This design comes from an exercise in tuning for small area, a short achievable clock period and few clock cycles per item on the open sky130 flow, not from production work.
In this exercise RTL edits were held to simulation tests only and were not proved equivalent to the original.

Setup of the reference run:
// aesCore
module aesCore (
  input  wire                CLK,
  input  wire                RSTn,
  input  wire                EN,
  input  wire                Drdy,
  input  wire                Krdy,
  input  wire aesPkg::aesBlock_t Din,
  input  wire aesPkg::aesBlock_t Kin,
  output aesPkg::aesBlock_t  Dout,
  output logic               Dvld,
  output logic               Kvld,
  output logic               BSY
);
==> flow/config.mk <==
export PLATFORM = sky130hd
export DESIGN_NAME = aesCore
export DESIGN_NICKNAME = aesCore
export VERILOG_FILES = /design/flow/design.v
export SDC_FILE = /design/flow/constraint.sdc
export NUM_CORES = 4
export LEC_CHECK = 0
export CAP_MARGIN = 20
export CORE_MARGIN = 2
export CORE_UTILIZATION = 65
export GPL_ROUTABILITY_DRIVEN = 0
export PLACE_DENSITY = 0.8
export SETUP_SLACK_MARGIN = 0.6
export SLEW_MARGIN = 20
==> flow/constraint.sdc <==
create_clock -name core_clock -period 7.0 [get_ports {CLK}]
set_input_delay 1.4000 -clock core_clock [delete_from_list [all_inputs] [get_ports {CLK}]]
set_output_delay 1.4000 -clock core_clock [all_outputs]
set_load 0.01 [all_outputs]
standard.sh (not shown) runs the stock make flow with config.mk's settings and CLKGATE_MAP_FILE= SYNTH_SCRIPT=/design/flow/synth_recipe.tcl, a recipe that flattens the netlist after the stock synthesis.
==> flow/flow/run.sh <==
#!/bin/bash
# The standard layout, with synthesis mapped by flow/abc_map.script instead of ORFS's ABC script,
# and the port buffers made of sky130_fd_sc_hd__buf_1 cells.
set -euo pipefail
W=$(pwd)
export MY_ABC_SCRIPT="$W/flow/abc_map.script"
bash standard.sh SYNTH_SCRIPT="$W/flow/synth.tcl" synth > "$W/synth.log" 2>&1
bash standard.sh SYNTH_SCRIPT="$W/flow/synth.tcl" "BUFFER_PORTS_ARGS=-buffer_cell sky130_fd_sc_hd__buf_1" finish > "$W/layout.log" 2>&1
test -s "$W/out/final.def"
==> flow/flow/abc_map.script <==
strash
&get -n
&st
&dch
&nf -p -R 10
&put
topo
stime -c
==> flow/flow/synth.tcl <==
# synth_recipe.tcl with one change: the ABC mapping script is flow/abc_map.script
proc synth {args} { yosys synth -nofsm -noshare {*}$args }
proc abc {args} {
  set i [lsearch -exact $args -script]
  if { $i >= 0 } { lset args [expr {$i + 1}] $::env(MY_ABC_SCRIPT) }
  yosys abc {*}$args
}
source $::env(SCRIPTS_DIR)/synth.tcl
# left out here: clear keep_hierarchy, flatten, clean up, hide names made inside functions, write 1_2_yosys.v
Testbench counts of the reference run, summed over its fixed seeds: cycles 4,272, blocks 384.
Edits applied to the flow inputs when going from the reference run to the trial run:
# the reference run
export LEC_CHECK = 0
export CAP_MARGIN = 20
export CORE_MARGIN = 2
export CORE_UTILIZATION = 65
export GPL_ROUTABILITY_DRIVEN = 0
export PLACE_DENSITY = 0.8
export SETUP_SLACK_MARGIN = 0.6
export SLEW_MARGIN = 20
create_clock -name core_clock -period 7.0 [get_ports {CLK}]
# the trial run
export LEC_CHECK = 0
export CAP_MARGIN = 20
export CORE_MARGIN = 2
export CORE_UTILIZATION = 65
export GPL_ROUTABILITY_DRIVEN = 0
export PLACE_DENSITY = 0.8
export SETUP_SLACK_MARGIN = 0.45
export SLEW_MARGIN = 20
create_clock -name core_clock -period 7.0 [get_ports {CLK}]
==> run notes <==
- Diff the reference run..the trial run | clock-buffer cell count | negligible
- The higher sequential portion of the cell area of the reference run and the trial run is in the trial run.
- Diff the reference run -> the trial run: met3 track demand over resource in global routing stayed essentially flat, final core utilization fell by 1.3 points, average wire per cell in the routed design fell by 1.2%, wire length after detailed routing fell by about 1.4%.
- The lower non-clock buffer count of the reference run and the trial run is in the trial run.

========
Another version of the RTL of aesCore (not shown whole).
Size in the first run: about 4200 cells after synthesis, ~390 flip-flops, about 390 I/O pins.
// aesCore
module aesCore (
  input  wire                CLK,
  input  wire                RSTn,
  input  wire                EN,
  input  wire                Drdy,
  input  wire                Krdy,
  input  wire aesPkg::aesBlock_t Din,
  input  wire aesPkg::aesBlock_t Kin,
  output aesPkg::aesBlock_t  Dout,
  output logic               Dvld,
  output logic               Kvld,
  output logic               BSY
);
==> flow/config.mk <==
export PLATFORM = sky130hd
export DESIGN_NAME = aesCore
export DESIGN_NICKNAME = aesCore
export VERILOG_FILES = /design/flow/design.v
export SDC_FILE = /design/flow/constraint.sdc
export NUM_CORES = 4
export LEC_CHECK = 0
export CAP_MARGIN = 20
export CORE_MARGIN = 2
export CORE_UTILIZATION = 50
export PLACE_DENSITY = 0.7
export SLEW_MARGIN = 20
==> flow/constraint.sdc <==
create_clock -name core_clock -period 7.0 [get_ports {CLK}]
set_input_delay 1.4000 -clock core_clock [delete_from_list [all_inputs] [get_ports {CLK}]]
set_output_delay 1.4000 -clock core_clock [all_outputs]
set_load 0.01 [all_outputs]
==> flow/flow/run.sh <==
#!/bin/bash
# The standard layout, with synthesis mapped by flow/abc_map.script instead of ORFS's ABC script.
set -euo pipefail
W=$(pwd)
export MY_ABC_SCRIPT="$W/flow/abc_map.script"
bash standard.sh SYNTH_SCRIPT="$W/flow/synth.tcl" synth > "$W/synth.log" 2>&1
bash standard.sh SYNTH_SCRIPT="$W/flow/synth.tcl" finish > "$W/layout.log" 2>&1
test -s "$W/out/final.def"
Scripts as last shown in full above: flow/flow/abc_map.script, flow/flow/synth.tcl
Testbench counts at the start, summed over its fixed seeds: cycles 4,272, blocks 384.
Edit:
==> flow/flow/run.sh (replaced) <==
#!/bin/bash
# The standard layout, with synthesis mapped by flow/abc_map.script instead of ORFS's ABC script,
# and the port buffers made of sky130_fd_sc_hd__buf_1 cells.
set -euo pipefail
W=$(pwd)
export MY_ABC_SCRIPT="$W/flow/abc_map.script"
bash standard.sh SYNTH_SCRIPT="$W/flow/synth.tcl" synth > "$W/synth.log" 2>&1
bash standard.sh SYNTH_SCRIPT="$W/flow/synth.tcl" "BUFFER_PORTS_ARGS=-buffer_cell sky130_fd_sc_hd__buf_1" finish > "$W/layout.log" 2>&1
test -s "$W/out/final.def"
- GPL_TIMING_DRIVEN: default -> 0
Result: Routed wire length went down by 6.6%. Clock skew went down by 7.2 ps. Synthesized cell count is unchanged. Sequential share of layout area went up by 0.91 points. Critical path depth went down by 3. Final area went down by 3.9%. Core utilization went down by 2.5 points.
Edit:
==> flow/flow/run.sh (replaced) <==
#!/bin/bash
# The standard layout, with synthesis mapped by flow/abc_map.script instead of ORFS's ABC script.
set -euo pipefail
W=$(pwd)
export MY_ABC_SCRIPT="$W/flow/abc_map.script"
bash standard.sh SYNTH_SCRIPT="$W/flow/synth.tcl" synth > "$W/synth.log" 2>&1
bash standard.sh SYNTH_SCRIPT="$W/flow/synth.tcl" finish > "$W/layout.log" 2>&1
test -s "$W/out/final.def"
- CORE_UTILIZATION: 50 -> 30
- GPL_TIMING_DRIVEN: 0 -> default
- PLACE_DENSITY: 0.7 -> default
Area after synthesis does not change.
Setup slack improves by 150 ps.
Final area rises by 8.4%.

==> what the ideal ports hide <==
Ports are ideal in the flow. The routed layouts listed here were re-timed in OpenROAD. Step 1 assumes that a clkbuf_16 drives the clock port and a buf_2 every other input. Step 2 adds t to the input delays and takes it off the output delays; t is the mean of the earliest and latest rising clock arrival at the registers after step 1. Input paths then give back, and output paths get back, about the clock's delay inside the block. a / b / c = ideal / step 1 / step 2; a / b = the first two.
run	t (ns)	setup slack, ns	worst setup path after step 2	clock arrival spread, ns
the reference run	0.663	0.712 / 0.712 / 0.712	register to register	0.042 / 0.042
the trial run	0.657	0.493 / 0.493 / 0.493	register to register	0.039 / 0.039
the first run of note 2	0.678	0.350 / 0.350 / 0.350	register to register	0.026 / 0.027
the second run of note 2	0.673	0.145 / 0.145 / 0.145	register to register	0.019 / 0.019
the third run of note 2	0.741	0.292 / 0.292 / 0.292	register to register	0.040 / 0.040
After both steps every run listed still meets setup and hold.
